From an optimization exercise on the open Yosys and OpenROAD flow, aimed at small area, a short achievable clock period and few clock cycles per item; shortcuts taken in it are not production practice. The RTL was checked by simulation tests, not by an equivalence proof against the original design. No driver is modelled on the clock port, so clocking that relies on it looks cheaper here than on a real chip.

==> flow/flow/run.sh <==
#!/bin/bash
# Standard ORFS layout, except:
#  - synthesis maps the logic with an area-oriented ABC script (flow/abc.script)
#    instead of ORFS's abc_speed.script; registers are mapped before ABC runs, so
#    they are the standard synthesis's;
#  - ports are buffered with buf_1 instead of the resizer's default choice
#    (clkdlybuf4s50_1, a delay cell);
#  - timing repair aims at the extra setup margin in flow/setup_margin.txt;
#  - after global placement, the flip-flops that drive output ports are moved next
#    to their port buffers (flow/place_io_flops.tcl);
#  - after CTS, the registers that capture the S-box stage (m_reg, t_reg) get their
#    clock through one more buffer per leaf net (flow/skew_stage1.tcl): useful skew
#    between internal registers only.
set -euo pipefail
W=$PWD
export FLOW_ABC_SCRIPT=$W/flow/abc.script
sed 's|log_cmd abc {\*}$abc_args|log_cmd abc -script $::env(FLOW_ABC_SCRIPT) {*}[lrange $abc_args 2 end]|' \
  "$FLOW_HOME/scripts/synth.tcl" > "$W/synth_core.tcl"
grep -q FLOW_ABC_SCRIPT "$W/synth_core.tcl"
sed "s|source \$::env(SCRIPTS_DIR)/synth.tcl|source $W/synth_core.tcl|" synth_recipe.tcl > "$W/synth_abc.tcl"
grep -q synth_core.tcl "$W/synth_abc.tcl"
bash standard.sh synth SYNTH_SCRIPT="$W/synth_abc.tcl" > "$W/synth.log" 2>&1
EXTRA=(BUFFER_PORTS_ARGS="-buffer_cell sky130_fd_sc_hd__buf_1" CTS_CLUSTER_SIZE=25 CTS_CLUSTER_DIAMETER=100 CORE_UTILIZATION=50 PLACE_DENSITY=0.7 POST_GLOBAL_PLACE_TCL="$W/flow/place_io_flops.tcl" POST_CTS_TCL="$W/flow/skew_stage1.tcl")
if [[ -s flow/setup_margin.txt ]]; then
  EXTRA+=(SETUP_SLACK_MARGIN="$(cat flow/setup_margin.txt)")
fi
bash standard.sh finish "${EXTRA[@]}" > "$W/layout.log" 2>&1
==> flow/flow/abc.script <==
&get -n; &st; &synch2; &nf -R 1000; &put
==> flow/flow/place_io_flops.tcl <==
# After global placement: move each flip-flop that drives an output port (through
# the port's buffer) onto that buffer, so that the register sits next to its pin.
# Detailed placement then legalizes it.
set block [ord::get_db_block]
set moved 0
foreach bterm [$block getBTerms] {
  if {[$bterm getIoType] ne "OUTPUT"} { continue }
  set net [$bterm getNet]
  if {$net eq "NULL"} { continue }
  set buf ""
  foreach it [$net getITerms] {
    if {[$it isOutputSignal]} { set buf [$it getInst] }
  }
  if {$buf eq ""} { continue }
  set ff ""
  foreach it [$buf getITerms] {
    if {![$it isInputSignal]} { continue }
    set in_net [$it getNet]
    if {$in_net eq "NULL"} { continue }
    foreach it2 [$in_net getITerms] {
      if {[$it2 isOutputSignal]} { set ff [$it2 getInst] }
    }
  }
  if {$ff eq ""} { continue }
  if {![[$ff getMaster] isSequential]} { continue }
  set loc [$buf getLocation]
  $ff setLocation [lindex $loc 0] [lindex $loc 1]
  incr moved
}
puts "place_io_flops: moved $moved output flip-flops next to their port buffers"
==> flow/flow/skew_stage1.tcl <==
# Useful skew for the stage-1 paths (S -> M): after CTS, the stage-1 result registers
# (m_reg, t_reg) on each leaf clock net are moved behind one extra clock buffer, so
# their clock arrives a buffer delay later than that of the other registers on the net.
# The stage-2 paths they launch have slack to spare. Registers at ports are not touched.
set block [ord::get_db_block]
set small [[ord::get_db] findMaster sky130_fd_sc_hd__clkbuf_4]
set big [[ord::get_db] findMaster sky130_fd_sc_hd__clkbuf_8]
set nbuf 0
array set groups {}
foreach inst [$block getInsts] {
  if {![regexp {^(m_reg|t_reg)\\?\[} [$inst getName]]} { continue }
  set it [$inst findITerm CLK]
  lappend groups([[$it getNet] getName]) $it
}
foreach netname [array names groups] {
  set net [$block findNet $netname]
  set ms $groups($netname)
  if {[llength $ms] == 0} { continue }
  set sx 0; set sy 0
  foreach it $ms { set l [[$it getInst] getLocation]; set sx [expr {$sx + [lindex $l 0]}]; set sy [expr {$sy + [lindex $l 1]}] }
  set n [llength $ms]
  set master [expr {$n > 8 ? $big : $small}]
  set buf [odb::dbInst_create $block $master "mskew_buf_$nbuf"]
  $buf setLocation [expr {int($sx / $n)}] [expr {int($sy / $n)}]
  $buf setPlacementStatus PLACED
  set newnet [odb::dbNet_create $block "mskew_clk_$nbuf"]
  $newnet setSigType CLOCK
  [$buf findITerm A] connect $net
  [$buf findITerm X] connect $newnet
  foreach it $ms { $it disconnect; $it connect $newnet }
  incr nbuf
}
puts "mskew: inserted $nbuf clock buffers for stage-1 result registers"
detailed_placement
==> flow/standard.sh <==
#!/bin/bash
# synth_recipe.tcl (not shown) runs the flow's synth.tcl, then flattens the netlist and writes it again
# the make line also repeats each setting of config.mk as NAME=value (left out here)
make -C /OpenROAD-flow-scripts/flow DESIGN_CONFIG=/design/flow/config.mk WORK_HOME=/design/flow/orfs CLKGATE_MAP_FILE= SYNTH_SCRIPT=/design/flow/synth_recipe.tcl "${@:-finish}"
==> flow/config.mk <==
export PLATFORM = sky130hd
export DESIGN_NAME = aes128_encr_round_ctrl
export DESIGN_NICKNAME = aes128_encr_round_ctrl
export VERILOG_FILES = /design/flow/design.v
export SDC_FILE = /design/flow/constraint.sdc
export NUM_CORES = 8
export LEC_CHECK = 0
export CAP_MARGIN = 20
export CORE_MARGIN = 2
export CORE_UTILIZATION = 30
export SLEW_MARGIN = 20
==> flow/constraint.sdc <==
create_clock -name core_clock -period 20.0 [get_ports {clk}]
set_input_delay 4.0000 -clock core_clock [delete_from_list [all_inputs] [get_ports {clk}]]
set_output_delay 4.0000 -clock core_clock [all_outputs]
set_load 0.01 [all_outputs]
==> flow/design.v <==
package aes_encr_pkg;
  localparam int NUM_ROUNDS = 10;
  function automatic logic [7:0] xtime(input logic [7:0] b);
    xtime = {b[6:0], 1'b0} ^ (b[7] ? 8'h1b : 8'h00);
  endfunction
  function automatic logic [7:0] sbox(input logic [7:0] x);
    logic U0, U1, U2, U3, U4, U5, U6, U7, T1, T2, T3, T4, T5, T6, T7, T8, T9, T10, T11, T12, T13, T14, T15, T16, T17, T18, T19, T20, T21, T22, T23, T24, T25, T26, T27, M1, M2, M3, M4, M5, M6, M7, M8, M9, M10, M11, M12, M13, M14, M15, M16, M17, M18, M19, M20, M21, M22, M23, M24, M25, M26, M27, M28, M29, M30, M31, M32, M33, M34, M35, M36, M37, M38, M39, M40, M41, M42, M43, M44, M45, M46, M47, M48, M49, M50, M51, M52, M53, M54, M55, M56, M57, M58, M59, M60, M61, M62, M63, L0, L1, L2, L3, L4, L5, L6, L7, L8, L9, L10, L11, L12, L13, L14, L15, L16, L17, L18, L19, L20, L21, L22, L23, L24, L25, L26, L27, L28, L29, S0, S1, S2, S3, S4, S5, S6, S7;
    {U0, U1, U2, U3, U4, U5, U6, U7} = x;
    T1 = U0 ^ U3;
    T2 = U0 ^ U5;
    T3 = U0 ^ U6;
    T4 = U3 ^ U5;
    T5 = U4 ^ U6;
    T6 = T1 ^ T5;
    T7 = U1 ^ U2;
    T8 = U7 ^ T6;
    T9 = U7 ^ T7;
    T10 = T6 ^ T7;
    T11 = U1 ^ U5;
    T12 = U2 ^ U5;
    T13 = T3 ^ T4;
    T14 = T6 ^ T11;
    T15 = T5 ^ T11;
    T16 = T5 ^ T12;
    T17 = T9 ^ T16;
    T18 = U3 ^ U7;
    T19 = T7 ^ T18;
    T20 = T1 ^ T19;
    T21 = U6 ^ U7;
    T22 = T7 ^ T21;
    T23 = T2 ^ T22;
    T24 = T2 ^ T10;
    T25 = T20 ^ T17;
    T26 = T3 ^ T16;
    T27 = T1 ^ T12;
    M1 = T13 & T6;
    M2 = T23 & T8;
    M3 = T14 ^ M1;
    M4 = T19 & U7;
    M5 = M4 ^ M1;
    M6 = T3 & T16;
    M7 = T22 & T9;
    M8 = T26 ^ M6;
    M9 = T20 & T17;
    M10 = M9 ^ M6;
    M11 = T1 & T15;
    M12 = T4 & T27;
    M13 = M12 ^ M11;
    M14 = T2 & T10;
    M15 = M14 ^ M11;
    M16 = M3 ^ M2;
    M17 = M5 ^ T24;
    M18 = M8 ^ M7;
    M19 = M10 ^ M15;
    M20 = M16 ^ M13;
    M21 = M17 ^ M15;
    M22 = M18 ^ M13;
    M23 = M19 ^ T25;
    M24 = M22 ^ M23;
    M25 = M22 & M20;
    M26 = M21 ^ M25;
    M27 = M20 ^ M21;
    M28 = M23 ^ M25;
    M29 = M28 & M27;
    M30 = M26 & M24;
    M31 = M20 & M23;
    M32 = M27 & M31;
    M33 = M27 ^ M25;
    M34 = M21 & M22;
    M35 = M24 & M34;
    M36 = M24 ^ M25;
    M37 = M21 ^ M29;
    M38 = M32 ^ M33;
    M39 = M23 ^ M30;
    M40 = M35 ^ M36;
    M41 = M38 ^ M40;
    M42 = M37 ^ M39;
    M43 = M37 ^ M38;
    M44 = M39 ^ M40;
    M45 = M42 ^ M41;
    M46 = M44 & T6;
    M47 = M40 & T8;
    M48 = M39 & U7;
    M49 = M43 & T16;
    M50 = M38 & T9;
    M51 = M37 & T17;
    M52 = M42 & T15;
    M53 = M45 & T27;
    M54 = M41 & T10;
    M55 = M44 & T13;
    M56 = M40 & T23;
    M57 = M39 & T19;
    M58 = M43 & T3;
    M59 = M38 & T22;
    M60 = M37 & T20;
    M61 = M42 & T1;
    M62 = M45 & T4;
    M63 = M41 & T2;
    L0 = M61 ^ M62;
    L1 = M50 ^ M56;
    L2 = M46 ^ M48;
    L3 = M47 ^ M55;
    L4 = M54 ^ M58;
    L5 = M49 ^ M61;
    L6 = M62 ^ L5;
    L7 = M46 ^ L3;
    L8 = M51 ^ M59;
    L9 = M52 ^ M53;
    L10 = M53 ^ L4;
    L11 = M60 ^ L2;
    L12 = M48 ^ M51;
    L13 = M50 ^ L0;
    L14 = M52 ^ M61;
    L15 = M55 ^ L1;
    L16 = M56 ^ L0;
    L17 = M57 ^ L1;
    L18 = M58 ^ L8;
    L19 = M63 ^ L4;
    L20 = L0 ^ L1;
    L21 = L1 ^ L7;
    L22 = L3 ^ L12;
    L23 = L18 ^ L2;
    L24 = L15 ^ L9;
    L25 = L6 ^ L10;
    L26 = L7 ^ L9;
    L27 = L8 ^ L10;
    L28 = L11 ^ L14;
    L29 = L11 ^ L17;
    S0 = L6 ^ L24;
    S1 = ~(L16 ^ L26);
    S2 = ~(L19 ^ L28);
    S3 = L6 ^ L21;
    S4 = L20 ^ L22;
    S5 = L25 ^ L29;
    S6 = ~(L13 ^ L27);
    S7 = ~(L6 ^ L23);
    sbox = {S0, S1, S2, S3, S4, S5, S6, S7};
  endfunction
  function automatic logic [7:0] rcon_of(input logic [3:0] rnd);
    case (rnd)
      4'd1:    rcon_of = 8'h01;
      4'd2:    rcon_of = 8'h02;
      4'd3:    rcon_of = 8'h04;
      4'd4:    rcon_of = 8'h08;
      4'd5:    rcon_of = 8'h10;
      4'd6:    rcon_of = 8'h20;
      4'd7:    rcon_of = 8'h40;
      4'd8:    rcon_of = 8'h80;
      4'd9:    rcon_of = 8'h1b;
      4'd10:   rcon_of = 8'h36;
      default: rcon_of = 8'h00;
    endcase
  endfunction
  function automatic logic [31:0] sub_rot_word(input logic [31:0] w);
    sub_rot_word = {sbox(w[23:16]), sbox(w[15:8]), sbox(w[7:0]), sbox(w[31:24])};
  endfunction
  function automatic logic [127:0] sub_bytes(input logic [127:0] s);
    logic [127:0] o;
    for (int i = 0; i < 16; i++) o[127-8*i -: 8] = sbox(s[127-8*i -: 8]);
    sub_bytes = o;
  endfunction
  function automatic logic [127:0] shift_rows(input logic [127:0] s);
    logic [127:0] o;
    for (int c = 0; c < 4; c++)
      for (int r = 0; r < 4; r++)
        o[127-8*(r+4*c) -: 8] = s[127-8*(r+4*((c+r)%4)) -: 8];
    shift_rows = o;
  endfunction
  function automatic logic [127:0] mix_columns(input logic [127:0] s);
    logic [127:0] o;
    logic [7:0] a0, a1, a2, a3, d0, d1, d2, d3;
    for (int c = 0; c < 4; c++) begin
      a0 = s[127-32*c -: 8];
      a1 = s[119-32*c -: 8];
      a2 = s[111-32*c -: 8];
      a3 = s[103-32*c -: 8];
      d0 = a0 ^ a1;
      d1 = a1 ^ a2;
      d2 = a2 ^ a3;
      d3 = a3 ^ a0;
      o[127-32*c -: 8] = xtime(d0) ^ a1 ^ d2;
      o[119-32*c -: 8] = xtime(d1) ^ a2 ^ d3;
      o[111-32*c -: 8] = xtime(d2) ^ a3 ^ d0;
      o[103-32*c -: 8] = xtime(d3) ^ a0 ^ d1;
    end
    mix_columns = o;
  endfunction
endpackage
module aes128_key_expand_step
(
  input  logic [127:0] rk,
  input  logic [31:0]  temp,
  output logic [127:0] rk_next
);
  logic [31:0] w0, w1, w2, w3;
  logic [31:0] n0, n1, n2, n3;
  always_comb begin
    w0   = rk[127:96];
    w1   = rk[95:64];
    w2   = rk[63:32];
    w3   = rk[31:0];
    n0   = w0 ^ temp;
    n1   = w1 ^ n0;
    n2   = w2 ^ n1;
    n3   = w3 ^ n2;
    rk_next = {n0, n1, n2, n3};
  end
endmodule
module aes128_encr_round_ctrl
#(
  parameter int NUM_ROUNDS = 10,
  parameter int RCNT_W     = 4
) (
  input  logic              clk,
  input  logic              rst,
  input  logic              in_valid,
  output logic              in_ready,
  input  logic [127:0]      plaintext,
  input  logic [127:0]      key,
  output logic              out_valid,
  input  logic              out_ready,
  output logic [127:0]      ciphertext
);
  if (NUM_ROUNDS != 10) begin : g_bad_rounds
    $error("aes128_encr_round_ctrl: NUM_ROUNDS must be 10 for AES-128");
  end
  if ((1 << RCNT_W) <= NUM_ROUNDS) begin : g_bad_rcnt_w
    $error("aes128_encr_round_ctrl: RCNT_W too narrow for NUM_ROUNDS");
  end
  localparam logic [7:0] RC_LAST = 8'h36;   
  logic [127:0]      st_reg, k_reg, m_reg, km_reg, out_reg;
  logic [127:0]      rk_m, m_next;
  logic [31:0]       t_reg, t_next;
  logic [7:0]        s_rc, m_rc;
  logic              s_vld, m_vld, m_last, m_cont, ov_q, ir_q;
  logic              nov_q, nir_q;   
  logic              stall, fin, acc;
  logic [7:0]        s_rc_d, m_rc_d;
  logic [127:0]      k_d;
  logic              s_vld_d, m_vld_d, m_last_d, m_cont_d, ov_d, stall_d, ir_d;
  assign t_next = aes_encr_pkg::sub_rot_word(k_reg[31:0]);
  assign m_next = aes_encr_pkg::shift_rows(aes_encr_pkg::sub_bytes(st_reg));
  aes128_key_expand_step u_key_expand (
    .rk      (km_reg),
    .temp    (t_reg ^ {m_rc, 24'h000000}),
    .rk_next (rk_m)
  );
  assign stall = m_vld & m_last & ~nov_q;
  assign fin   = m_vld & m_last & nov_q;
  assign acc   = in_valid & ~nir_q;
  assign k_d = m_cont ? rk_m : key;
  always_comb begin
    if (stall) begin
      m_vld_d  = m_vld;
      m_rc_d   = m_rc;
      m_last_d = m_last;
      m_cont_d = m_cont;
      s_vld_d  = s_vld;
      s_rc_d   = s_rc;
    end else begin
      m_vld_d  = s_vld;
      m_rc_d   = s_rc;
      m_last_d = (s_rc == RC_LAST);
      m_cont_d = s_vld & (s_rc != RC_LAST);
      if (m_cont) begin
        s_vld_d = 1'b1;
        s_rc_d  = aes_encr_pkg::xtime(m_rc);
      end else begin
        s_vld_d = acc;
        s_rc_d  = 8'h01;
      end
    end
    ov_d    = fin | (~nov_q & ~out_ready);
    stall_d = m_vld_d & m_last_d & ov_d;
    ir_d    = ~m_cont_d & ~stall_d & ~(s_vld_d & (s_rc_d == 8'h01));
  end
  always_ff @(posedge clk) begin
    if (rst) begin
      s_vld  <= 1'b0;
      m_vld  <= 1'b0;
      m_last <= 1'b0;
      m_cont <= 1'b0;
      ov_q   <= 1'b0;
      nov_q  <= 1'b1;
      ir_q   <= 1'b1;
      nir_q  <= 1'b0;
    end else begin
      s_vld  <= s_vld_d;
      m_vld  <= m_vld_d;
      m_last <= m_last_d;
      m_cont <= m_cont_d;
      ov_q   <= ov_d;
      nov_q  <= ~ov_d;
      ir_q   <= ir_d;
      nir_q  <= ~ir_d;
    end
  end
  always_ff @(posedge clk) begin
    s_rc <= s_rc_d;
    m_rc <= m_rc_d;
  end
  always_ff @(posedge clk) begin
    if (!stall) begin
      m_reg  <= m_next;
      km_reg <= k_reg;
      t_reg  <= t_next;
      k_reg  <= k_d;
      st_reg <= (m_cont ? aes_encr_pkg::mix_columns(m_reg) : plaintext) ^ k_d;
    end
    if (fin) out_reg <= m_reg ^ rk_m;
  end
  assign in_ready   = ir_q;
  assign out_valid  = ov_q;
  assign ciphertext = out_reg;
endmodule
==> notes.md, run 1 <==
average instance area after synthesis: 11.06 um2
global-route wire length before repair: 203.3 mm
fill count: 8,486
Final Max Slew Viols: 0
hpwl dp: 112.5 mm
Compound-Gate Fraction of Synth Area: 0.03042
cells after synthesis: 4,396
DR pass1 iterations: 5
Achievable Freq: 188.0 MHz
clk_skew: 0.2037 ns
Synth Register Bits: 696
layout cells sized above 1: 0.02147
cells along the critical path: buf_1
clk slew on worst S/H paths: 0.10 ns
critical path class: reg -> out
synthesized cell area: 0.04861 mm2
Die H: 315.8 um
antenna viol nets, final: 0
IO Count: 390
worst skew pair latency: 0.79 ns
crit-path max FO: 1
core area: 0.09657 mm2
largest net degree at the start of global routing: 175
vias in the first global route: 31,760
final net count: 5,172
Max Cap Viol: 0
Synth Area in XOR/XNOR: 0.4268
initial core utilization: 0.5034
P&R area growth vs syn: 9.654%
Net Count, Synth: 4,696
Via density: 5.242
global route total overflow: 0
Port Buffer Count: 389
detailed-route via count: 32,330
largest family of logic cells by synthesized area: XOR/XNOR gates
Arr. time, crit path: 1.32 ns
Tightest Pin Transition: 1.310 ns
initial antenna violation count: 5
Final Setup Violations: 0
sequential area share after synthesis: 0.4266
Post-Synth Adder-Cell Area: 0.01030
die width: 315.8 um
WL final: 140.3 mm
Max stage delay on crit path: 0.36 ns
crit path time final: 5.319 ns
most common cell after layout, fill and taps aside: xnor2_1
period utilization: 0.2660
worst path bufs/invs: 1
RSZ-0062 raised after global routing: no
synthesis warning total: 2
Post-Layout Cell Count: 6,167
drc violations: 0
Critical Path End Type: output pin
element type at the critical path start: flip-flop
1st-iter DRT viols: 2,597
commonest non-fill, non-tap cells in the layout: xnor2_1, edfxtp_1, xor2_1
mux contribution to synthesized area: 0.03333
Cell variety after synth: 32
Seq. cell area: 0.02074 mm2
total track usage: 0.2765
delay-heaviest family, CP: flip-flops
die area: 0.09974 mm2
wire per inst: 22.76 um
WHS: 0.4078 ns
Worst Hold Class: reg -> reg
WP data required: 16.00 ns
FP Rows: 114
CTS tree: done
area of the multi-input gates: 0.02767 mm2
worst relative slew slack: 0.1206
CP max stage cell: edfxtp_1
Final Hold Fails: 0
Placed Instances: 6,079
clk sinks: 696
status: no timing/DRC/antenna violations
setup_tns: 0 ns
simple-gate share of the synthesized area: 0.06800
cell families (layout without fill, tap and decap cells):
family	Yosys count	in the layout
xor+xnor	2366	2366
simple gates	817	817
flops	696	696
compound gates	260	260
mux	159	159
buf+inv	58	552
fa+ha+maj	40	40
other cells	0	1
per-layer routing:
metal / global-route usage / wire length, um / vias up
li1: - / - / 15430
met1: 0.3830 / 61980 / 15650
met2: 0.4371 / 63290 / 1041
met3: 0.04067 / 8835 / 204
met4: 0.1103 / 6193 / 6
met5: 0 / 37 / -
worst reg2reg max path: stages, from the launching register on:
cell	delay, ns
edfxtp_1	0.48
xnor2_1	0.55
xnor2_1	0.32
xor2_1	0.27
ha_1	0.26
xnor2_1	0.27
xnor2_1	0.18
xor2_1	0.42
xnor2_1	0.19
mux2i_1	0.38
xor2_1	0.35
xor2_1	0.22
nor2_1	0.12
xnor2_1	0.28
xnor2_1	0.20
xnor2_1	0.41
xnor2_1	0.13
per-stage QoR:
step	util	instance area, um2	setup WS, ns
after global placement	0.5369	51850	14.80
after global routing	0.5520	53310	14.41
after floorplan	-	48610	4.277
final	0.5520	53310	14.68
after detailed placement	0.5369	51850	14.74
final timing paths:
| kind | start | to | slack [ns] | cells after the start |
|---|---|---|---|---|
| worst max-delay path | out_reg[42]$_DFFE_PP_ | ciphertext[42] | 14.68 | 1 |
| worst min-delay path | k_reg[34]$_DFFE_PN_ | km_reg[34]$_DFFE_PN_ | 0.41 | 0 |
| worst max register to register | st_reg[55]$_DFFE_PN_ | m_reg[82]$_DFFE_PN_ | 14.85 | 16 |
| worst min register to register | k_reg[34]$_DFFE_PN_ | km_reg[34]$_DFFE_PN_ | 0.41 | 0 |
cell type report, without the clock buffers:
cell class / count / share of cell area
diodes: 1 / 0.00004694
plain buffers: 29 / 0.004671
repair buffers: 407 / 0.03040
inverters: 58 / 0.004225
multi-input cells: 3642 / 0.5190
flip-flops and latches: 696 / 0.3891
clock inverters: 13 / 0.002934
well taps: 1276 / 0.02995
synth_stat cells:
master,count,area share
a211o_1,1,0.00018
a211oi_1,5,0.00077
a21o_1,15,0.0023
a21oi_1,180,0.019
a22o_1,16,0.0029
a31oi_1,13,0.0017
and2_0,3,0.00039
and3_1,2,0.00026
clkinv_1,58,0.0045
dfxtp_1,16,0.0066
edfxtp_1,680,0.42
ha_1,40,0.010
mux2_1,23,0.0053
mux2i_1,136,0.028
nand2_1,296,0.023
nand2b_1,23,0.0030
nand3_1,12,0.0012
nand4_1,1,0.00013
nor2_1,420,0.032
nor2b_1,53,0.0068
nor3_1,2,0.00021
nor4bb_1,1,0.00021
o211ai_1,1,0.00015
o21a_1,11,0.0017
o21ai_0,13,0.0013
o31ai_1,1,0.00015
o32ai_1,4,0.00072
or2_0,1,0.00013
or3_1,3,0.00039
xnor2_1,1746,0.31
xnor3_1,2,0.00093
xor2_1,618,0.11
Testbench counts, summed over its fixed seeds: cycles 3,880, items 384.
==> run 2, diff against run 1 <==
--- a/flow/flow/run.sh
+++ b/flow/flow/run.sh
@@ -3,13 +3,13 @@
 #  - synthesis maps the logic with an area-oriented ABC script (flow/abc.script)
 #    instead of ORFS's abc_speed.script; registers are mapped before ABC runs, so
 #    they are the standard synthesis's;
-#  - ports are buffered with buf_1 instead of the resizer's default choice
+#  - ports are buffered with buf_1 (outputs: buf_2) instead of the resizer's default choice
 #    (clkdlybuf4s50_1, a delay cell);
-#  - timing repair aims at the extra setup margin in flow/setup_margin.txt;
+#  - timing repair aims at the extra setup margin in flow/setup_margin.txt, if any;
 #  - after global placement, the flip-flops that drive output ports are moved next
 #    to their port buffers (flow/place_io_flops.tcl);
 #  - after CTS, the registers that capture the S-box stage (m_reg, t_reg) get their
-#    clock through one more buffer per leaf net (flow/skew_stage1.tcl): useful skew
+#    clock through a delay cell and a buffer per leaf net (flow/skew_stage1.tcl): useful skew
 #    between internal registers only.
 set -euo pipefail
 W=$PWD
--- a/flow/flow/place_io_flops.tcl
+++ b/flow/flow/place_io_flops.tcl
@@ -1,5 +1,5 @@
-# After global placement: move each flip-flop that drives an output port (through
-# the port's buffer) onto that buffer, so that the register sits next to its pin.
+# After global placement: make each output port's buffer a buf_2 and move the
+# flip-flop that drives it onto it, so that the register sits next to its pin.
 # Detailed placement then legalizes it.
 set block [ord::get_db_block]
 set moved 0
@@ -23,6 +23,7 @@
   }
   if {$ff eq ""} { continue }
   if {![[$ff getMaster] isSequential]} { continue }
+  replace_cell [$buf getName] sky130_fd_sc_hd__buf_2
   set loc [$buf getLocation]
   $ff setLocation [lindex $loc 0] [lindex $loc 1]
   incr moved
--- a/flow/flow/skew_stage1.tcl
+++ b/flow/flow/skew_stage1.tcl
@@ -1,10 +1,12 @@
 # Useful skew for the stage-1 paths (S -> M): after CTS, the stage-1 result registers
-# (m_reg, t_reg) on each leaf clock net are moved behind one extra clock buffer, so
-# their clock arrives a buffer delay later than that of the other registers on the net.
+# (m_reg, t_reg) on each leaf clock net are moved behind a clock delay cell and a clock
+# buffer, so their clock arrives about 0.35 ns later than that of the other registers
+# on the net.
 # The stage-2 paths they launch have slack to spare. Registers at ports are not touched.
 set block [ord::get_db_block]
 set small [[ord::get_db] findMaster sky130_fd_sc_hd__clkbuf_4]
 set big [[ord::get_db] findMaster sky130_fd_sc_hd__clkbuf_8]
+set dly [[ord::get_db] findMaster sky130_fd_sc_hd__clkdlybuf4s15_1]
 set nbuf 0
 array set groups {}
 foreach inst [$block getInsts] {
@@ -25,7 +27,14 @@
   $buf setPlacementStatus PLACED
   set newnet [odb::dbNet_create $block "mskew_clk_$nbuf"]
   $newnet setSigType CLOCK
-  [$buf findITerm A] connect $net
+  set d [odb::dbInst_create $block $dly "mskew_dly_$nbuf"]
+  $d setLocation [expr {int($sx / $n)}] [expr {int($sy / $n)}]
+  $d setPlacementStatus PLACED
+  set midnet [odb::dbNet_create $block "mskew_mid_$nbuf"]
+  $midnet setSigType CLOCK
+  [$d findITerm A] connect $net
+  [$d findITerm X] connect $midnet
+  [$buf findITerm A] connect $midnet
   [$buf findITerm X] connect $newnet
   foreach it $ms { $it disconnect; $it connect $newnet }
   incr nbuf
==> notes.md, run 2 <==
clk slew on worst S/H paths: 0.10 ns (about the same)
die area: 0.09974 mm2 (unchanged)
element type at the critical path start: flip-flop (unchanged)
crit path time final: 5.196 ns (was 5.319 ns)
status: no timing/DRC/antenna violations (unchanged)
fill count: 8,427 (was 8,486)
critical path class: reg -> out (unchanged)
most common cell after layout, fill and taps aside: xnor2_1 (unchanged)
simple-gate share of the synthesized area: 0.06800 (unchanged)
1st-iter DRT viols: 2,853 (was 2,597)
Arr. time, crit path: 1.20 ns (was 1.32 ns)
Levels on crit path: 1 (unchanged)
clk sinks: 696 (unchanged)
Max stage delay on crit path: 0.39 ns (was 0.36 ns)
DR pass1 iterations: 5 (unchanged)
WL final: 141.0 mm (was 140.3 mm)
worst relative slew slack: 0.1465 (was 0.1206)
Final Max Slew Viols: 0 (unchanged)
Post-synth top cells: xnor2_1, edfxtp_1, xor2_1 (unchanged)
worst r2r path cells: 16 (unchanged)
cells after synthesis: 4,396 (unchanged)
IO Count: 390 (unchanged)
total track usage: 0.2790 (was 0.2765)
R2R Setup Slk: 15.02 ns (was 14.85 ns)
most common cell in the netlist: xnor2_1 (unchanged)
worst path bufs/invs: 1 (unchanged)
Net Count, Synth: 4,696 (unchanged)
average instance area after synthesis: 11.06 um2 (unchanged)
Synth area leaders: edfxtp_1, xnor2_1, xor2_1 (unchanged)
Tightest Pin Transition: 1.271 ns (was 1.310 ns)
Critical Path End Type: output pin (unchanged)
Final Hold Fails: 0 (unchanged)
FP Rows: 114 (unchanged)
Post-Synth Adder-Cell Area: 0.01030 (unchanged)
die width: 315.8 um (unchanged)
detailed-route via count: 32,380 (was 32,330)
CTS tree: done (unchanged)
final core occ: 0.5564 (was 0.5520)
Port Buffer Count: 389 (unchanged)
WP data required: 16.00 ns (about the same)
Achievable Freq: 192.4 MHz (was 188.0 MHz)
FFs w/ async S/R, synth: 0 (unchanged)
core area: 0.09657 mm2 (unchanged)
hpwl dp: 112.6 mm (was 112.5 mm)
Max Cap Viol: 0 (unchanged)
Die H: 315.8 um (unchanged)
cells along the critical path: buf_2 (was buf_1)
Via density: 5.230 (was 5.242)
RSZ-0062 raised after global routing: no (unchanged)
R2R Path End: m_reg[82]$_DFFE_PN_ (unchanged)
worst skew pair latency: 0.97 ns (was 0.79 ns)
r2r startpoint: st_reg[55]$_DFFE_PN_ (unchanged)
global route total overflow: 0 (unchanged)
initial core utilization: 0.5034 (unchanged)
largest family of logic cells by synthesized area: XOR/XNOR gates (unchanged)
wire per inst: 22.77 um (was 22.76 um)
global-route wire length before repair: 205.9 mm (was 203.3 mm)
setup_tns: 0 ns (unchanged)
Final Setup Violations: 0 (unchanged)
ys flop type: edfxtp_1 (unchanged)
Worst Hold Class: reg -> reg (unchanged)
Synth Area in XOR/XNOR: 0.4268 (unchanged)
crit-path max FO: 1 (unchanged)
synthesis warning total: 2 (unchanged)
layout cells sized above 1: 0.04720 (was 0.02147)
synthesized cell area: 0.04861 mm2 (unchanged)
number of cells on the worst hold path: 0 (unchanged)
cell taking the most area after synthesis: edfxtp_1 (unchanged)
drc violations: 0 (unchanged)
antenna viol nets, final: 0 (unchanged)
Cell variety after synth: 32 (unchanged)
delay-heaviest family, CP: flip-flops (unchanged)
clk_skew: 0.3860 ns (was 0.2037 ns)
initial antenna violation count: 6 (was 5)
largest net degree at the start of global routing: 175 (unchanged)
min-delay src: k_reg[90]$_DFFE_PN_ (was k_reg[34]$_DFFE_PN_)
Synth top area share: 0.4200 (unchanged)
mux contribution to synthesized area: 0.03333 (unchanged)
CP startpoint: out_reg[42]$_DFFE_PP_ (unchanged)
Synth Register Bits: 696 (unchanged)
period utilization: 0.2598 (was 0.2660)
vias in the first global route: 32,040 (was 31,760)
Compound-Gate Fraction of Synth Area: 0.03042 (unchanged)
commonest non-fill, non-tap cells in the layout: xnor2_1, edfxtp_1, xor2_1 (unchanged)
final net count: 5,199 (was 5,172)
number of flops mapped to enable cells by yosys: 680 (unchanged)
P&R area growth vs syn: 10.53% (was 9.654%)
sequential area share after synthesis: 0.4266 (unchanged)
Hold EP: km_reg[90]$_DFFE_PN_ (was km_reg[34]$_DFFE_PN_)
CP max stage cell: edfxtp_1 (unchanged)
run 2: cell counts after synthesis:
Identical to the previous run, type by type.
run 2: through the flow:
stage	cells	cell area, um2	worst slack (ns)	hold WS [ns]
detailed placement	6079	52010	14.77	0.4045
floorplan	4396	48610	4.277	0.4003
finish	6192	53730	14.80	0.3969
global route	6192	53730	14.62	0.3987
global placement	6079	51850	14.80	0.4005
run 2: metal layers:
layer | routed length (um) | global-route usage | up-vias
li1 | - | - | 15490
met1 | 63200 | 0.3956 | 15660
met2 | 64640 | 0.4454 | 1061
met3 | 8009 | 0.03155 | 167
met4 | 5091 | 0.09425 | 4
met5 | 23 | 0 | -
run 2: worst max-delay path by stage:
stage | endpoint
final | ciphertext[42]
after global routing | m_reg[55]$_DFFE_PN_
after detailed placement | m_reg[82]$_DFFE_PN_
after global placement | ir_q$_SDFF_PP1_
after floorplan | nir_q$_SDFF_PP0_
run 2: layout make-up, without the clock buffers:
type / count / area [um2] / area share
Buffer: 56 / 528.0 / 0.009827
Sequential cell: 696 / 20740 / 0.3861
Multi-Input combinational cell: 3642 / 27660 / 0.5148
Inverter: 58 / 225.2 / 0.004192
Timing Repair Buffer: 407 / 1783 / 0.03318
Clock inverter: 12 / 151.4 / 0.002818
Antenna cell: 1 / 2.502 / 0.00004657
Tap cell: 1276 / 1597 / 0.02971
run 2: logic make-up (layout without fill, tap and decap cells):
group / Yosys count / in the layout
xor gates and xnor gates: 2366 / 2366
and+or+nand+nor: 817 / 817
DFF: 696 / 696
AOI/OAI and AO/OA: 260 / 260
muxes: 159 / 159
buffers and inverters: 58 / 577
adders and majority gates: 40 / 40
other: 0 / 1
==> run 3, diff against run 2 <==
--- a/flow/flow/run.sh
+++ b/flow/flow/run.sh
@@ -8,6 +8,9 @@
 #  - timing repair aims at the extra setup margin in flow/setup_margin.txt, if any;
 #  - after global placement, the flip-flops that drive output ports are moved next
 #    to their port buffers (flow/place_io_flops.tcl);
+#  - after CTS, the clk port drives four root clock buffers, each driving a quarter
+#    of the leaf clock buffers directly, in place of CTS's upper tree
+#    (flow/clock_top.tcl);
 #  - after CTS, the registers that capture the S-box stage (m_reg, t_reg) get their
 #    clock through a delay cell and a buffer per leaf net (flow/skew_stage1.tcl): useful skew
 #    between internal registers only.
@@ -20,7 +23,7 @@
 sed "s|source \$::env(SCRIPTS_DIR)/synth.tcl|source $W/synth_core.tcl|" synth_recipe.tcl > "$W/synth_abc.tcl"
 grep -q synth_core.tcl "$W/synth_abc.tcl"
 bash standard.sh synth SYNTH_SCRIPT="$W/synth_abc.tcl" > "$W/synth.log" 2>&1
-EXTRA=(BUFFER_PORTS_ARGS="-buffer_cell sky130_fd_sc_hd__buf_1" CTS_CLUSTER_SIZE=25 CTS_CLUSTER_DIAMETER=100 CORE_UTILIZATION=50 PLACE_DENSITY=0.7 POST_GLOBAL_PLACE_TCL="$W/flow/place_io_flops.tcl" POST_CTS_TCL="$W/flow/skew_stage1.tcl")
+EXTRA=(BUFFER_PORTS_ARGS="-buffer_cell sky130_fd_sc_hd__buf_1" CTS_CLUSTER_SIZE=25 CTS_CLUSTER_DIAMETER=100 CORE_UTILIZATION=50 PLACE_DENSITY=0.7 POST_GLOBAL_PLACE_TCL="$W/flow/place_io_flops.tcl" POST_CTS_TCL="$W/flow/post_cts.tcl")
 if [[ -s flow/setup_margin.txt ]]; then
   EXTRA+=(SETUP_SLACK_MARGIN="$(cat flow/setup_margin.txt)")
 fi
==> flow/flow/clock_top.tcl (new file) <==
# Flatten the top of the clock tree: after CTS, the clk port drives four root clock
# buffers (one per quadrant of the leaf buffers), and each root drives the leaf clock
# buffers of its quadrant directly. The tree's upper buffers are removed.
set block [ord::get_db_block]
set portnet [[$block findBTerm clk] getNet]
set rootm [[ord::get_db] findMaster sky130_fd_sc_hd__clkbuf_16]
# clock buffers reachable from the port
set leaves {}
set uppers {}
set front [list $portnet]
while {[llength $front]} {
  set next {}
  foreach net $front {
    foreach it [$net getITerms] {
      if {![$it isInputSignal] && [[$it getMTerm] getName] ne "A"} { continue }
      set inst [$it getInst]
      set m [[$inst getMaster] getName]
      if {![string match "sky130_fd_sc_hd__clkbuf_*" $m]} { continue }
      set out [[$inst findITerm X] getNet]
      if {$out eq "NULL"} { continue }
      set isleaf 0
      foreach it2 [$out getITerms] {
        if {[[[$it2 getInst] getMaster] isSequential]} { set isleaf 1 }
      }
      if {$isleaf} { lappend leaves $inst } else { lappend uppers $inst; lappend next $out }
    }
  }
  set front $next
}
puts "flat: [llength $leaves] leaf buffers, [llength $uppers] upper buffers"
# median split into quadrants
set xs {}; set ys {}
foreach l $leaves { set p [$l getLocation]; lappend xs [lindex $p 0]; lappend ys [lindex $p 1] }
set mx [lindex [lsort -integer $xs] [expr {[llength $xs] / 2}]]
set my [lindex [lsort -integer $ys] [expr {[llength $ys] / 2}]]
array unset fgroups
array set fgroups {}
foreach l $leaves {
  set p [$l getLocation]
  lappend fgroups("[expr {[lindex $p 0] >= $mx}][expr {[lindex $p 1] >= $my}]") $l
}
# detach everything from the old upper tree
foreach l $leaves { [$l findITerm A] disconnect }
foreach u $uppers {
  set out [[$u findITerm X] getNet]
  odb::dbInst_destroy $u
  # CTS's dummy loads (clock buffers with no output net) on the removed nets go too
  foreach it [$out getITerms] {
    set inst [$it getInst]
    if {[[$inst findITerm X] getNet] eq "NULL"} { odb::dbInst_destroy $inst }
  }
  if {[llength [$out getITerms]] == 0 && [llength [$out getBTerms]] == 0} {
    odb::dbNet_destroy $out
  } else {
    error "clock_top: net [$out getName] still has loads"
  }
}
set i 0
foreach q [lsort [array names fgroups]] {
  set ls $fgroups($q)
  set sx 0; set sy 0
  foreach l $ls { set p [$l getLocation]; set sx [expr {$sx + [lindex $p 0]}]; set sy [expr {$sy + [lindex $p 1]}] }
  set n [llength $ls]
  set r [odb::dbInst_create $block $rootm "clkroot_$i"]
  $r setLocation [expr {int($sx / $n)}] [expr {int($sy / $n)}]
  $r setPlacementStatus PLACED
  set net [odb::dbNet_create $block "clknet_root_$i"]
  $net setSigType CLOCK
  [$r findITerm A] connect $portnet
  [$r findITerm X] connect $net
  foreach l $ls { [$l findITerm A] connect $net }
  puts "flat: root $i drives $n leaf buffers"
  incr i
}
detailed_placement
==> flow/flow/post_cts.tcl (new file) <==
# After CTS: flatten the top of the clock tree, then add the stage-1 useful skew.
set post_cts_dir [file dirname [info script]]
source $post_cts_dir/clock_top.tcl
source $post_cts_dir/skew_stage1.tcl
--- a/flow/flow/skew_stage1.tcl
+++ b/flow/flow/skew_stage1.tcl
@@ -8,15 +8,16 @@
 set big [[ord::get_db] findMaster sky130_fd_sc_hd__clkbuf_8]
 set dly [[ord::get_db] findMaster sky130_fd_sc_hd__clkdlybuf4s15_1]
 set nbuf 0
-array set groups {}
+array unset sgroups
+array set sgroups {}
 foreach inst [$block getInsts] {
   if {![regexp {^(m_reg|t_reg)\\?\[} [$inst getName]]} { continue }
   set it [$inst findITerm CLK]
-  lappend groups([[$it getNet] getName]) $it
+  lappend sgroups([[$it getNet] getName]) $it
 }
-foreach netname [array names groups] {
+foreach netname [array names sgroups] {
   set net [$block findNet $netname]
-  set ms $groups($netname)
+  set ms $sgroups($netname)
   if {[llength $ms] == 0} { continue }
   set sx 0; set sy 0
   foreach it $ms { set l [[$it getInst] getLocation]; set sx [expr {$sx + [lindex $l 0]}]; set sy [expr {$sy + [lindex $l 1]}] }
==> notes.md, run 3 <==
status: aborted with a tool error (was no timing/DRC/antenna violations)
Failed at: clock tree synthesis (4_1_cts)
Run Error: Error: cts.tcl, 90 clock_top: net clknet_0_clk still has loads
Cell variety after synth: 32 (unchanged)
Synth area leaders: edfxtp_1, xnor2_1, xor2_1 (unchanged)
Synth top area share: 0.4200 (unchanged)
sequential area share after synthesis: 0.4266 (unchanged)
initial core utilization: 0.5034 (unchanged)
Net Count, Synth: 4,696 (unchanged)
cell taking the most area after synthesis: edfxtp_1 (unchanged)
hpwl dp: 112.6 mm (unchanged)
Die H: 315.8 um (unchanged)
clk sinks: 696 (unchanged)
die width: 315.8 um (unchanged)
ys flop type: edfxtp_1 (unchanged)
most common cell in the netlist: xnor2_1 (unchanged)
FP Rows: 114 (unchanged)
synthesis warning total: 2 (unchanged)
Synth Register Bits: 696 (unchanged)
Post-synth top cells: xnor2_1, edfxtp_1, xor2_1 (unchanged)
synthesized cell area: 0.04861 mm2 (unchanged)
Port Buffer Count: 389 (unchanged)
cells after synthesis: 4,396 (unchanged)
IO Count: 390 (unchanged)
number of flops mapped to enable cells by yosys: 680 (unchanged)
FFs w/ async S/R, synth: 0 (unchanged)
average instance area after synthesis: 11.06 um2 (unchanged)
==> run 3: how the worst min path moves through the flow <==
stage                                  endpoint
after global placement     km_reg[66]$_DFFE_PN_
after detailed placement   km_reg[34]$_DFFE_PN_
after floorplan           km_reg[100]$_DFFE_PN_
==> run 3: cells by family after synthesis <==
group,count (synthesis),synth area share
mux,159,0.03333
simple gates,817,0.06800
flops,696,0.4266
buf+inv,58,0.004478
xor+xnor,2366,0.4268
fa+ha+maj,40,0.01030
compound gates,260,0.03042
==> run 3: through the flow <==
step | cell area (um2) | worst slack (ns) | hold WS, ns | instances
detailed placement | 52010 | 14.77 | 0.4045 | 6079
floorplan | 48610 | 4.277 | 0.4003 | 4396
global placement | 51850 | 14.80 | 0.4005 | 6079
==> run 4, diff against run 3 <==
--- a/flow/flow/clock_top.tcl
+++ b/flow/flow/clock_top.tcl
@@ -41,19 +41,22 @@
 }
 # detach everything from the old upper tree
 foreach l $leaves { [$l findITerm A] disconnect }
+set upnets {}
 foreach u $uppers {
-  set out [[$u findITerm X] getNet]
+  lappend upnets [[$u findITerm X] getNet]
   odb::dbInst_destroy $u
+}
+foreach out $upnets {
   # CTS's dummy loads (clock buffers with no output net) on the removed nets go too
   foreach it [$out getITerms] {
     set inst [$it getInst]
-    if {[[$inst findITerm X] getNet] eq "NULL"} { odb::dbInst_destroy $inst }
+    set o [$inst getFirstOutput]
+    if {$o eq "NULL" || [$o getNet] eq "NULL"} { odb::dbInst_destroy $inst }
   }
-  if {[llength [$out getITerms]] == 0 && [llength [$out getBTerms]] == 0} {
-    odb::dbNet_destroy $out
-  } else {
+  if {[llength [$out getITerms]] != 0 || [llength [$out getBTerms]] != 0} {
     error "clock_top: net [$out getName] still has loads"
   }
+  odb::dbNet_destroy $out
 }
 set i 0
 foreach q [lsort [array names fgroups]] {
==> notes.md, run 4 <==
status: no timing/DRC/antenna violations (was aborted with a tool error)
cells along the critical path: buf_2
global route total overflow: 0
sequential area share after synthesis: 0.4266 (unchanged)
worst relative slew slack: 0.1471
FFs w/ async S/R, synth: 0 (unchanged)
final net count: 5,198
crit-path max FO: 1
wire per inst: 22.78 um
WP data required: 16.00 ns
Worst Hold Class: reg -> reg
vias in the first global route: 32,020
number of flops mapped to enable cells by yosys: 680 (unchanged)
Achievable Freq: 200.1 MHz
cell taking the most area after synthesis: edfxtp_1 (unchanged)
P&R area growth vs syn: 10.32%
r2r startpoint: st_reg[55]$_DFFE_PN_
Net Count, Synth: 4,696 (unchanged)
Via density: 5.240
RSZ-0062 raised after global routing: no
worst r2r path cells: 16
Port Buffer Count: 389 (unchanged)
worst path bufs/invs: 1
Synth Register Bits: 696 (unchanged)
Arr. time, crit path: 1.00 ns
R2R Path End: m_reg[82]$_DFFE_PN_
synthesis warning total: 2 (unchanged)
cells after synthesis: 4,396 (unchanged)
largest net degree at the start of global routing: 175
die area: 0.09974 mm2
Synth top area share: 0.4200 (unchanged)
CTS tree: done
Max stage delay on crit path: 0.39 ns
global-route wire length before repair: 205.7 mm
Critical Path End Type: output pin
most common cell in the netlist: xnor2_1 (unchanged)
average instance area after synthesis: 11.06 um2 (unchanged)
ys flop type: edfxtp_1 (unchanged)
crit path time final: 4.999 ns
initial core utilization: 0.5034 (unchanged)
worst skew pair latency: 0.78 ns
Post-synth top cells: xnor2_1, edfxtp_1, xor2_1 (unchanged)
clk sinks: 696 (unchanged)
synthesized cell area: 0.04861 mm2 (unchanged)
drc violations: 0
most common cell after layout, fill and taps aside: xnor2_1
delay-heaviest family, CP: flip-flops
clk slew on worst S/H paths: 0.10 ns
detailed-route via count: 32,420
period utilization: 0.2499
Final Setup Violations: 0
die width: 315.8 um (unchanged)
element type at the critical path start: flip-flop
1st-iter DRT viols: 2,731
Hold EP: km_reg[90]$_DFFE_PN_
IO Count: 390 (unchanged)
initial antenna violation count: 5
setup_tns: 0 ns
total track usage: 0.2787
R2R Setup Slk: 15.07 ns
number of cells on the worst hold path: 0
clk_skew: 0.4072 ns
CP max stage cell: edfxtp_1
Cell variety after synth: 32 (unchanged)
Final Max Slew Viols: 0
critical path class: reg -> out
FP Rows: 114 (unchanged)
DR pass1 iterations: 5
antenna viol nets, final: 0
Max Cap Viol: 0
Die H: 315.8 um (unchanged)
Tightest Pin Transition: 1.270 ns
min-delay src: k_reg[90]$_DFFE_PN_
WL final: 141.0 mm
layout cells sized above 1: 0.04643
hpwl dp: 112.6 mm (unchanged)
Final Hold Fails: 0
commonest non-fill, non-tap cells in the layout: xnor2_1, edfxtp_1, xor2_1
core area: 0.09657 mm2
Synth area leaders: edfxtp_1, xnor2_1, xor2_1 (unchanged)
## run 4: per-stage QoR
step	utilization	hold WS (ns)	cells	worst slack (ns)	instance area (um2)
after floorplan	-	0.4003	4396	4.277	48610
after detailed placement	0.5386	0.4045	6079	14.77	52010
after global placement	0.5369	0.4005	6079	14.80	51850
after global routing	0.5554	0.3987	6188	14.62	53630
final	0.5554	0.3977	6188	15.00	53630
## run 4: worst max path at each step
stage	startpoint	end	cells past startpoint
after floorplan	m_last$_SDFF_PP0_	nir_q$_SDFF_PP0_	9
after global placement	in_valid	ir_q$_SDFF_PP1_	8
after detailed placement	st_reg[55]$_DFFE_PN_	m_reg[82]$_DFFE_PN_	16
after global routing	st_reg[17]$_DFFE_PN_	m_reg[55]$_DFFE_PN_	16
final	out_reg[42]$_DFFE_PP_	ciphertext[42]	1
## run 4: cells by family after synthesis
kind of cell,after synthesis,synth area share
xor gates and xnor gates,2366,0.4268
AOI/OAI and AO/OA,260,0.03042
DFF,696,0.4266
muxes,159,0.03333
and+or+nand+nor,817,0.06800
buffers and inverters,58,0.004478
adders and majority gates,40,0.01030
## run 4: area by class of cell, without the clock buffers
type | count | area (um2)
Buffer | 60 | 628.1
Clock inverter | 12 | 151.4
Timing Repair Buffer | 407 | 1783
Inverter | 58 | 225.2
Antenna cell | 1 | 2.502
Fill cell | 8433 | 42930
Tap cell | 1276 | 1597
Sequential cell | 696 | 20740
Multi-Input combinational cell | 3642 | 27660
## run 4: routing by layer
layer / up-vias / wire (um) / global-route usage
li1: 15480 / - / -
met1: 15700 / 63010 / 0.3943
met2: 1065 / 64780 / 0.4464
met3: 177 / 8077 / 0.03260
met4: 4 / 5076 / 0.09112
met5: - / 23 / 0
==> run 5, diff against run 4 <==
--- a/flow/flow/place_io_flops.tcl
+++ b/flow/flow/place_io_flops.tcl
@@ -1,7 +1,8 @@
-# After global placement: make each output port's buffer a buf_2 and move the
-# flip-flop that drives it onto it, so that the register sits next to its pin.
-# Detailed placement then legalizes it.
+# After global placement: make each output port's buffer a buf_2, move it to its pin
+# and move the flip-flop that drives it onto it, so that both sit next to the pin.
+# Detailed placement then legalizes them.
 set block [ord::get_db_block]
+set core [$block getCoreArea]
 set moved 0
 foreach bterm [$block getBTerms] {
   if {[$bterm getIoType] ne "OUTPUT"} { continue }
@@ -24,8 +25,11 @@
   if {$ff eq ""} { continue }
   if {![[$ff getMaster] isSequential]} { continue }
   replace_cell [$buf getName] sky130_fd_sc_hd__buf_2
-  set loc [$buf getLocation]
-  $ff setLocation [lindex $loc 0] [lindex $loc 1]
+  set pb [$bterm getBBox]
+  set x [expr {min(max(([$pb xMin] + [$pb xMax]) / 2, [$core xMin]), [$core xMax] - 5000)}]
+  set y [expr {min(max(([$pb yMin] + [$pb yMax]) / 2, [$core yMin]), [$core yMax] - 5000)}]
+  $buf setLocation $x $y
+  $ff setLocation $x $y
   incr moved
 }
 puts "place_io_flops: moved $moved output flip-flops next to their port buffers"
==> notes.md, run 5 <==
cells after synthesis: 4,396 (unchanged)
Synth Register Bits: 696 (unchanged)
Via density: 5.231 (was 5.240)
Cell variety after synth: 32 (unchanged)
global route total overflow: 0 (unchanged)
CTS tree: done (unchanged)
P&R area growth vs syn: 10.19% (was 10.32%)
drc violations: 0 (unchanged)
critical path class: reg -> out (unchanged)
Post-synth top cells: xnor2_1, edfxtp_1, xor2_1 (unchanged)
Final Setup Violations: 0 (unchanged)
Final Max Slew Viols: 0 (unchanged)
Critical Path End Type: output pin (unchanged)
clk_skew: 0.3821 ns (was 0.4072 ns)
element type at the critical path start: flip-flop (unchanged)
clk slew on worst S/H paths: 0.10 ns (about the same)
WP data required: 16.00 ns (about the same)
Worst Hold Class: reg -> reg (unchanged)
CP max stage cell: edfxtp_1 (unchanged)
Max Cap Viol: 0 (unchanged)
wire per inst: 22.80 um (was 22.78 um)
DR pass1 iterations: 7 (was 5)
WL final: 141.0 mm (about the same)
worst path bufs/invs: 1 (unchanged)
hpwl dp: 113.0 mm (was 112.6 mm)
clk sinks: 696 (unchanged)
Net Count, Synth: 4,696 (unchanged)
crit-path max FO: 1 (unchanged)
number of flops mapped to enable cells by yosys: 680 (unchanged)
delay-heaviest family, CP: flip-flops (unchanged)
detailed-route via count: 32,370 (was 32,420)
synthesized cell area: 0.04861 mm2 (unchanged)
period utilization: 0.2492 (was 0.2499)
crit path time final: 4.985 ns (was 4.999 ns)
largest net degree at the start of global routing: 175 (unchanged)
Max stage delay on crit path: 0.42 ns (was 0.39 ns)
FP Rows: 114 (unchanged)
IO Count: 390 (unchanged)
Final Hold Fails: 0 (unchanged)
die width: 315.8 um (unchanged)
initial core utilization: 0.5034 (unchanged)
most common cell in the netlist: xnor2_1 (unchanged)
1st-iter DRT viols: 2,915 (was 2,731)
initial antenna violation count: 6 (was 5)
Synth top area share: 0.4200 (unchanged)
Arr. time, crit path: 0.98 ns (was 1.00 ns)
sequential area share after synthesis: 0.4266 (unchanged)
antenna viol nets, final: 0 (unchanged)
ys flop type: edfxtp_1 (unchanged)
RSZ-0062 raised after global routing: no (unchanged)
Synth area leaders: edfxtp_1, xnor2_1, xor2_1 (unchanged)
most common cell after layout, fill and taps aside: xnor2_1 (unchanged)
Die H: 315.8 um (unchanged)
final core occ: 0.5547 (was 0.5554)
commonest non-fill, non-tap cells in the layout: xnor2_1, edfxtp_1, xor2_1 (unchanged)
core area: 0.09657 mm2 (unchanged)
final net count: 5,193 (was 5,198)
average instance area after synthesis: 11.06 um2 (unchanged)
die area: 0.09974 mm2 (unchanged)
Achievable Freq: 200.6 MHz (was 200.1 MHz)
Port Buffer Count: 389 (unchanged)
vias in the first global route: 31,820 (was 32,020)
FFs w/ async S/R, synth: 0 (unchanged)
cells along the critical path: buf_2 (unchanged)
Tightest Pin Transition: 1.269 ns (was 1.270 ns)
synthesis warning total: 2 (unchanged)
worst relative slew slack: 0.1481 (was 0.1471)
status: no timing/DRC/antenna violations (unchanged)
total track usage: 0.2783 (was 0.2787)
setup_tns: 0 ns (unchanged)
layout cells sized above 1: 0.04563 (was 0.04643)
global-route wire length before repair: 204.4 mm (was 205.7 mm)
cell taking the most area after synthesis: edfxtp_1 (unchanged)
worst skew pair latency: 0.77 ns (was 0.78 ns)
-- run 5: final cells by class, without the clock buffers --
class                           instances  area (um2)
Fill cell                            8421       43000
Multi-Input combinational cell       3642       27660
Sequential cell                       696       20740
Timing Repair Buffer                  407        1783
Tap cell                             1276        1597
Buffer                                 56       605.6
Inverter                               58       225.2
Clock inverter                         12       123.9
Antenna cell                            2       5.005
-- run 5: kinds of logic after synthesis --
kind of cell	Yosys count	synth area share
XOR/XNOR	2366	0.4268
AND/OR/NAND/NOR	817	0.06800
flip-flops	696	0.4266
AO/OA/AOI/OAI	260	0.03042
multiplexers	159	0.03333
buffers and inverters	58	0.004478
adder cells (fa/ha/maj)	40	0.01030
-- run 5: stage by stage --
stage          area, um2  setup slack [ns]  instances  hold WS (ns)
5_1_grt            53560             14.58       6186        0.4021
3_3_place_gp       51850             14.80       6079        0.4005
2_1_floorplan      48610             4.277       4396        0.4003
3_5_place_dp       52010             14.79       6079        0.4045
6_report           53570             15.02       6187        0.4018
-- run 5: final timing paths --
kind,slack [ns],from,cells past startpoint,end
min reg2reg,0.40,k_reg[96]$_DFFE_PN_,0,km_reg[96]$_DFFE_PN_
max reg2reg,15.06,st_reg[57]$_DFFE_PN_,18,m_reg[58]$_DFFE_PN_
min,0.40,k_reg[96]$_DFFE_PN_,0,km_reg[96]$_DFFE_PN_
max,15.02,out_reg[9]$_DFFE_PP_,1,ciphertext[9]
-- run 5: metal layers --
layer	up-vias	GRT usage	part of all wire
met4	4	0.09296	0.036
met5	-	0	0.00018
met2	1094	0.4473	0.46
met3	157	0.02998	0.058
met1	15660	0.3933	0.45
li1	15450	-	-
==> run 6, diff against run 5 <==
--- a/flow/flow/skew_stage1.tcl
+++ b/flow/flow/skew_stage1.tcl
@@ -1,12 +1,12 @@
 # Useful skew for the stage-1 paths (S -> M): after CTS, the stage-1 result registers
 # (m_reg, t_reg) on each leaf clock net are moved behind a clock delay cell and a clock
-# buffer, so their clock arrives about 0.35 ns later than that of the other registers
+# buffer, so their clock arrives about 0.4 ns later than that of the other registers
 # on the net.
 # The stage-2 paths they launch have slack to spare. Registers at ports are not touched.
 set block [ord::get_db_block]
 set small [[ord::get_db] findMaster sky130_fd_sc_hd__clkbuf_4]
 set big [[ord::get_db] findMaster sky130_fd_sc_hd__clkbuf_8]
-set dly [[ord::get_db] findMaster sky130_fd_sc_hd__clkdlybuf4s15_1]
+set dly [[ord::get_db] findMaster sky130_fd_sc_hd__clkdlybuf4s25_1]
 set nbuf 0
 array unset sgroups
 array set sgroups {}
==> notes.md, run 6 <==
status: no timing/DRC/antenna violations (unchanged)
FFs w/ async S/R, synth: 0 (unchanged)
average instance area after synthesis: 11.06 um2 (unchanged)
detailed-route via count: 32,410 (was 32,370)
number of flops mapped to enable cells by yosys: 680 (unchanged)
clk_skew: 0.4668 ns (was 0.3821 ns)
core area: 0.09657 mm2 (unchanged)
Die H: 315.8 um (unchanged)
Worst Hold Class: reg -> reg (unchanged)
final net count: 5,193 (unchanged)
FP Rows: 114 (unchanged)
cells along the critical path: buf_2 (unchanged)
Achievable Freq: 200.3 MHz (was 200.6 MHz)
initial antenna violation count: 6 (unchanged)
synthesis warning total: 2 (unchanged)
Synth Register Bits: 696 (unchanged)
Synth area leaders: edfxtp_1, xnor2_1, xor2_1 (unchanged)
DR pass1 iterations: 5 (was 7)
Via density: 5.238 (was 5.231)
die width: 315.8 um (unchanged)
element type at the critical path start: flip-flop (unchanged)
WP data required: 16.00 ns (about the same)
clk sinks: 696 (unchanged)
Final Hold Fails: 0 (unchanged)
sequential area share after synthesis: 0.4266 (unchanged)
Final Setup Violations: 0 (unchanged)
Cell variety after synth: 32 (unchanged)
cell taking the most area after synthesis: edfxtp_1 (unchanged)
most common cell in the netlist: xnor2_1 (unchanged)
delay-heaviest family, CP: flip-flops (unchanged)
Max stage delay on crit path: 0.43 ns (was 0.42 ns)
Critical Path End Type: output pin (unchanged)
commonest non-fill, non-tap cells in the layout: xnor2_1, edfxtp_1, xor2_1 (unchanged)
initial core utilization: 0.5034 (unchanged)
Arr. time, crit path: 0.99 ns (was 0.98 ns)
setup_tns: 0 ns (unchanged)
crit path time final: 4.992 ns (was 4.985 ns)
wire per inst: 22.79 um (was 22.80 um)
Post-synth top cells: xnor2_1, edfxtp_1, xor2_1 (unchanged)
most common cell after layout, fill and taps aside: xnor2_1 (unchanged)
worst relative slew slack: 0.1511 (was 0.1481)
RSZ-0062 raised after global routing: no (unchanged)
drc violations: 0 (unchanged)
antenna viol nets, final: 0 (unchanged)
synthesized cell area: 0.04861 mm2 (unchanged)
fill count: 8,421 (unchanged)
total track usage: 0.2783 (unchanged)
worst skew pair latency: 0.85 ns (was 0.77 ns)
clk slew on worst S/H paths: 0.10 ns (about the same)
crit-path max FO: 1 (unchanged)
ys flop type: edfxtp_1 (unchanged)
CP max stage cell: edfxtp_1 (unchanged)
WHS: 0.4044 ns (was 0.4018 ns)
hpwl dp: 113.0 mm (unchanged)
IO Count: 390 (unchanged)
die area: 0.09974 mm2 (unchanged)
critical path class: reg -> out (unchanged)
Net Count, Synth: 4,696 (unchanged)
Synth top area share: 0.4200 (unchanged)
Port Buffer Count: 389 (unchanged)
global route total overflow: 0 (unchanged)
layout cells sized above 1: 0.04563 (unchanged)
Tightest Pin Transition: 1.264 ns (was 1.269 ns)
Max Cap Viol: 0 (unchanged)
P&R area growth vs syn: 10.19% (unchanged)
CTS tree: done (unchanged)
cells after synthesis: 4,396 (unchanged)
WL final: 141.0 mm (about the same)
Final Max Slew Viols: 0 (unchanged)
worst path bufs/invs: 1 (unchanged)
largest net degree at the start of global routing: 175 (unchanged)
global-route wire length before repair: 204.4 mm (unchanged)
vias in the first global route: 31,820 (unchanged)
1st-iter DRT viols: 2,869 (was 2,915)
period utilization: 0.2496 (was 0.2492)
==> run 6: layout make-up, without the clock buffers <==
class | count | area, um2 | share of cell area
inverter | 58 | 225.2 | 0.004204
buffer | 56 | 605.6 | 0.01131
tap | 1276 | 1597 | 0.02980
multi-input combinational | 3642 | 27660 | 0.5164
sequential | 696 | 20740 | 0.3873
antenna | 2 | 5.005 | 0.00009343
clock inverter | 12 | 123.9 | 0.002312
timing repair buffer | 407 | 1783 | 0.03329
==> run 6: stage by stage <==
step	instances	util	instance area (um2)	setup slack [ns]
detailed placement	6079	0.5386	52010	14.79
global route	6186	0.5547	53560	14.66
finish	6187	0.5547	53570	15.01
floorplan	4396	-	48610	4.277
global placement	6079	0.5369	51850	14.80
==> run 6: kinds of logic after synthesis <==
logic type	count (synthesis)	synth area share
XOR/XNOR	2366	0.4268
AO/OA/AOI/OAI	260	0.03042
AND/OR/NAND/NOR	817	0.06800
adder cells (fa/ha/maj)	40	0.01030
multiplexers	159	0.03333
flip-flops	696	0.4266
buffers and inverters	58	0.004478
==> run 6: worst paths after layout <==
path | start | end | slack, ns | cells after the start
hold reg to reg | k_reg[96]$_DFFE_PN_ | km_reg[96]$_DFFE_PN_ | 0.40 | 0
setup reg to reg | st_reg[57]$_DFFE_PN_ | m_reg[63]$_DFFE_PN_ | 15.13 | 18
setup / recovery | out_reg[9]$_DFFE_PP_ | ciphertext[9] | 15.01 | 1
hold / removal | k_reg[96]$_DFFE_PN_ | km_reg[96]$_DFFE_PN_ | 0.40 | 0
==> run 6: metal layers <==
layer | vias up | global-route usage | wire length [um]
li1 | 15460 | - | -
met1 | 15730 | 0.3933 | 62640
met2 | 1056 | 0.4473 | 64960
met3 | 156 | 0.02998 | 8224
met4 | 4 | 0.09296 | 5178
met5 | - | 0 | 25

static timing again, ports no longer ideal:
No port has a modelled driver above. Below, the same layouts with a new extraction and two added sets of constraints. Step 1 (the two cells are an assumption about what drives the block):
set clk [get_ports {clk}]
set_driving_cell -lib_cell sky130_fd_sc_hd__clkbuf_16 $clk
set_driving_cell -lib_cell sky130_fd_sc_hd__buf_2 [delete_from_list [all_inputs] $clk]
Step 2, shift: input delay + t, output delay - t, t = (earliest + latest rising clock arrival at the registers) / 2. This alone moves slack from input paths to output paths. Three values: ideal, step 1, step 2; two values: the first two.
run	t (ns)	setup slack, ns	hold slack, ns	worst setup path after step 2	latest minus earliest clock arrival (ns)	slew at the worst register clock pin (ns)
run 1	0.753	14.681 / 14.612 / 14.725	0.408 / 0.408 / 0.408	input to register	0.219 / 0.220	0.11 / 0.11
run 2	0.839	14.804 / 14.736 / 14.640	0.397 / 0.397 / 0.397	input to register	0.402 / 0.402	0.10 / 0.10
run 4	0.721	15.001 / 14.853 / 14.637	0.398 / 0.398 / 0.398	input to register	0.407 / 0.407	0.10 / 0.10
run 5	0.720	15.015 / 14.863 / 14.653	0.402 / 0.402 / 0.402	input to register	0.406 / 0.407	0.10 / 0.10
run 6	0.760	15.008 / 14.855 / 14.611	0.404 / 0.404 / 0.404	input to register	0.490 / 0.491	0.10 / 0.10
In run 2, run 4, run 5 and run 6 the clock reaches the registers at very different times; t lies between them, and the last value is a rough guide only. For run 6, which loses most, drivers alone change the setup slack by -0.153 ns; drivers and shift together by -0.397 ns.
